Background: an optimization exercise with open tools, aiming at small area, a short achievable clock period and few clock cycles per item. Do not read the settings as production practice.
RTL that was checked went through simulation tests only; none was proved equivalent to the original.
Power figures rest on the tool's default switching activity, not on a simulated workload.

==> flow/design.v <==
`default_nettype none
package fsc_pkg;
  localparam int HALF_W          = 16;
  localparam int KEY_BANK_W      = 64;
  localparam int ROUND_COUNT_DEF = 9;
  localparam int CFG_INDEX_W = 2;
  localparam int CFG_DATA_W  = KEY_BANK_W;
  localparam logic [63:0] SBOX = 64'h2174_8fe3_da09_b65c;
  localparam logic [63:0] PERM_DEST = 64'h5ae0_b61c_f287_39d4;
  function automatic logic [HALF_W-1:0] round_fn(input logic [HALF_W-1:0] x);
    logic [HALF_W-1:0] w;
    logic [HALF_W-1:0] z;
    for (int i = 0; i < 4; i++) begin
      w[4*i +: 4] = SBOX[4*x[4*i +: 4] +: 4];
    end
    z = '0;
    for (int i = 0; i < HALF_W; i++) begin
      z[PERM_DEST[4*i +: 4]] = w[HALF_W-1-i];
    end
    round_fn = z;
  endfunction
endpackage
`default_nettype wire
`default_nettype none
module fsc_round_pipe (
  input  wire logic [fsc_pkg::HALF_W-1:0] l_in,
  input  wire logic [fsc_pkg::HALF_W-1:0] t_in,
  input  wire logic [fsc_pkg::HALF_W-1:0] key,
  input  wire logic [fsc_pkg::HALF_W-1:0] key_nxt,
  output logic      [fsc_pkg::HALF_W-1:0] l_out,
  output logic      [fsc_pkg::HALF_W-1:0] t_out
);
  assign l_out = t_in ^ key;
  assign t_out = (l_in ^ key_nxt) ^ fsc_pkg::round_fn(t_in);
endmodule
`default_nettype wire
`default_nettype none
`default_nettype wire
`default_nettype none
module fsc_accum (
  input  wire logic                        clk,
  input  wire logic                        rst_n,
  input  wire logic                        ld,
  input  wire logic                        first,
  input  wire logic                        last,
  input  wire logic [fsc_pkg::HALF_W-1:0]  l8,
  input  wire logic [fsc_pkg::HALF_W-1:0]  t9,
  input  wire logic [fsc_pkg::HALF_W-1:0]  key,
  output logic [fsc_pkg::HALF_W-1:0]       out_cipher_left,
  output logic [fsc_pkg::HALF_W-1:0]       out_cipher_right,
  output logic [fsc_pkg::HALF_W-1:0]       out_xor_sum_left_out,
  output logic [fsc_pkg::HALF_W-1:0]       out_xor_sum_right_out,
  output logic [fsc_pkg::HALF_W-1:0]       out_sticky_left_out,
  output logic [fsc_pkg::HALF_W-1:0]       out_sticky_right_out
);
  logic [fsc_pkg::HALF_W-1:0] xs_l, xs_r, sk_l, sk_r, cl, cr;
  logic [fsc_pkg::HALF_W-1:0] r8, f, base_r, xs_l_nxt, xs_r_nxt;
  assign r8       = t9 ^ key;
  assign f        = fsc_pkg::round_fn(t9);
  assign base_r   = (first ? '0 : xs_r) ^ l8;
  assign xs_l_nxt = (first ? '0 : xs_l) ^ r8;
  assign xs_r_nxt = base_r ^ f;
  always_ff @(posedge clk) begin
    if (!rst_n) begin
      xs_l <= '0;
      xs_r <= '0;
      sk_l <= '0;
      sk_r <= '0;
    end else if (ld) begin
      xs_l <= xs_l_nxt;
      xs_r <= xs_r_nxt;
      sk_l <= sk_l | ({fsc_pkg::HALF_W{last}} & xs_l_nxt);
      sk_r <= sk_r | ({fsc_pkg::HALF_W{last}} & xs_r_nxt);
    end
  end
  always_ff @(posedge clk) begin
    if (ld) begin
      cl <= r8;
      cr <= l8 ^ f;
    end
  end
  assign out_cipher_left       = cl;
  assign out_cipher_right      = cr;
  assign out_xor_sum_left_out  = xs_l;
  assign out_xor_sum_right_out = xs_r;
  assign out_sticky_left_out   = sk_l;
  assign out_sticky_right_out  = sk_r;
endmodule
`default_nettype wire
`default_nettype none
module feistel_sbox_cipher_integral_sum #(
  parameter int ROUND_COUNT = fsc_pkg::ROUND_COUNT_DEF,
  parameter logic [8:0] CUTS = 9'b1_0101_0101
) (
  input  wire logic                              clk,
  input  wire logic                              rst_n,
  input  wire logic                              cfg_wr_en,
  input  wire logic [fsc_pkg::CFG_INDEX_W-1:0]   cfg_index,
  input  wire logic [fsc_pkg::CFG_DATA_W-1:0]    cfg_wdata,
  input  wire logic                              in_valid,
  output logic                                   in_stall,
  input  wire logic [fsc_pkg::HALF_W-1:0]        in_plain_left,
  input  wire logic [fsc_pkg::HALF_W-1:0]        in_plain_right,
  input  wire logic                              in_first_of_set,
  input  wire logic                              in_last_of_set,
  output logic                                   out_valid,
  input  wire logic                              out_stall,
  output logic [fsc_pkg::HALF_W-1:0]             out_cipher_left,
  output logic [fsc_pkg::HALF_W-1:0]             out_cipher_right,
  output logic [fsc_pkg::HALF_W-1:0]             out_xor_sum_left_out,
  output logic [fsc_pkg::HALF_W-1:0]             out_xor_sum_right_out,
  output logic [fsc_pkg::HALF_W-1:0]             out_sticky_left_out,
  output logic [fsc_pkg::HALF_W-1:0]             out_sticky_right_out
);
  localparam int W = fsc_pkg::HALF_W;
  logic [63:0] k14, k58;
  logic [W-1:0] k9;
  logic [W-1:0] subkey [1:9];
  logic [63:0] kd;
  assign kd = cfg_wdata & {64{rst_n}};
  always_ff @(posedge clk) begin
    if (!rst_n || (cfg_wr_en && cfg_index == 2'd0)) k14 <= kd;
    if (!rst_n || (cfg_wr_en && cfg_index == 2'd1)) k58 <= kd;
    if (!rst_n || (cfg_wr_en && cfg_index == 2'd2)) k9  <= kd[W-1:0];
  end
  for (genvar k = 1; k <= 4; k++) begin : g_k14
    assign subkey[k]   = k14[W*(k-1) +: W];
    assign subkey[k+4] = k58[W*(k-1) +: W];
  end
  assign subkey[9]  = k9;
  logic adv;
  logic out_valid_r;
  assign adv = !(out_valid_r && out_stall);
  logic [W-1:0] a_l [0:8];
  logic [W-1:0] a_r [0:8];
  logic         a_f [0:8];
  logic         a_t [0:8];
  logic         a_v [0:8];
  logic [W-1:0] b_l [0:8];
  logic [W-1:0] b_r [0:8];
  logic         b_f [0:8];
  logic         b_t [0:8];
  logic         b_v [0:8];
  assign a_l[0] = in_plain_left;
  assign a_r[0] = in_plain_right ^ subkey[1];
  assign a_f[0] = in_first_of_set;
  assign a_t[0] = in_last_of_set;
  assign a_v[0] = in_valid;
  for (genvar k = 0; k <= 8; k++) begin : g_stage
    if (CUTS[k]) begin : g_reg
      logic [W-1:0] l_q, r_q;
      logic         f_q, t_q, v_q;
      always_ff @(posedge clk) begin
        if (adv) begin
          l_q <= a_l[k];
          r_q <= a_r[k];
          f_q <= a_f[k];
          t_q <= a_t[k];
        end
      end
      always_ff @(posedge clk) begin
        if (!rst_n) v_q <= 1'b0;
        else if (adv) v_q <= a_v[k];
      end
      assign b_l[k] = l_q;
      assign b_r[k] = r_q;
      assign b_f[k] = f_q;
      assign b_t[k] = t_q;
      assign b_v[k] = v_q;
    end else begin : g_wire
      assign b_l[k] = a_l[k];
      assign b_r[k] = a_r[k];
      assign b_f[k] = a_f[k];
      assign b_t[k] = a_t[k];
      assign b_v[k] = a_v[k];
    end
    if (k < 8) begin : g_round
      fsc_round_pipe u_round (
        .l_in    (b_l[k]),
        .t_in    (b_r[k]),
        .key     (subkey[k+1]),
        .key_nxt (subkey[k+2 > 9 ? 9 : k+2]),
        .l_out   (a_l[k+1]),
        .t_out   (a_r[k+1])
      );
      assign a_f[k+1] = b_f[k];
      assign a_t[k+1] = b_t[k];
      assign a_v[k+1] = b_v[k];
    end
  end
  always_ff @(posedge clk) begin
    if (!rst_n) out_valid_r <= 1'b0;
    else if (adv) out_valid_r <= b_v[8];
  end
  assign out_valid = out_valid_r;
  logic ov_stall;
  assign in_stall = ov_stall && out_stall;
  always_ff @(posedge clk) begin
    if (!rst_n) ov_stall <= 1'b0;
    else if (!in_stall) ov_stall <= b_v[8];
  end
  fsc_accum u_accum (
    .clk                   (clk),
    .rst_n                 (rst_n),
    .ld                    (adv && b_v[8]),
    .first                 (b_f[8]),
    .last                  (b_t[8]),
    .l8                    (b_l[8]),
    .t9                    (b_r[8]),
    .key                   (subkey[9]),
    .out_cipher_left       (out_cipher_left),
    .out_cipher_right      (out_cipher_right),
    .out_xor_sum_left_out  (out_xor_sum_left_out),
    .out_xor_sum_right_out (out_xor_sum_right_out),
    .out_sticky_left_out   (out_sticky_left_out),
    .out_sticky_right_out  (out_sticky_right_out)
  );
endmodule
`default_nettype wire
clock: 5.0 ns
lec_check: 0
abc_area: 1
cap_margin: 20
core_margin: 2
core_utilization: 40
slew_margin: 20
standard.sh (not shown) runs the stock make flow with config.mk's settings and CLKGATE_MAP_FILE= SYNTH_SCRIPT=/design/flow/synth_recipe.tcl, a recipe that flattens the netlist after the stock synthesis.
==> flow/flow/run.sh <==
#!/bin/bash
# Own layout flow: the standard layout (standard.sh), unchanged except that the
# port buffers buffer_ports inserts are sky130_fd_sc_hd__buf_2 cells. Each tool's
# output goes to a log file in this folder; ORFS's per-step logs stay under orfs/logs.
set -euo pipefail
bash standard.sh synth > make_synth.log 2>&1
bash standard.sh "BUFFER_PORTS_ARGS=-buffer_cell sky130_fd_sc_hd__buf_2" finish > make_layout.log 2>&1
Testbench counts at the start, summed over its fixed seeds: cycles 9,648, items 9,600.
Then changed:
--- a/flow/design.v
+++ b/flow/design.v
@@ -132,4 +132,5 @@
   logic out_valid_r;
   assign adv = !(out_valid_r && out_stall);
+  assign in_stall = !adv;
   logic [W-1:0] a_l [0:8];
   logic [W-1:0] a_r [0:8];
@@ -194,10 +195,4 @@
   end
   assign out_valid = out_valid_r;
-  logic ov_stall;
-  assign in_stall = ov_stall && out_stall;
-  always_ff @(posedge clk) begin
-    if (!rst_n) ov_stall <= 1'b0;
-    else if (!in_stall) ov_stall <= b_v[8];
-  end
   fsc_accum u_accum (
     .clk                   (clk),
After rerunning: The new run finished clean; cell area shrinks by 1.3%; area after synthesis is about the same; die area barely changes; maximum frequency goes down by 5.9%; power drops by 5.4%; via count rises by 0.36%.
For the second run of this note, only the layout was checked, not whether the RTL still works.

-- afterwards: timing with drivers on the ports --
Ports are ideal in the flow. The routed layouts listed here were re-timed in OpenROAD.
Step 1, drivers: a clkbuf_16 drives clk and a buf_2 each remaining input, both assumed.
Step 2, shift: input delay + t, output delay - t, t = (earliest + latest rising clock arrival at the registers) / 2. This alone moves slack from input paths to output paths.
Three values: ideal, step 1, step 2; two values: the first two.
| run | shift t [ns] | setup slack, ns | hold slack, ns | worst slew at a driven data input, ns | cell pins on the clock port's net |
|---|---|---|---|---|---|
| the first run | 0.645 | 2.208 / 2.208 / 1.741 | 0.413 / 0.413 / 0.413 | 0.05 | 1 |
| the second run | 0.637 | 2.034 / 2.015 / 1.865 | 0.417 / 0.417 / 0.417 | 0.10 | 1 |
After both steps setup and hold are still met in every run listed. For the first run, which loses most, drivers alone change the setup slack by 0.000 ns; drivers and shift together by -0.467 ns.
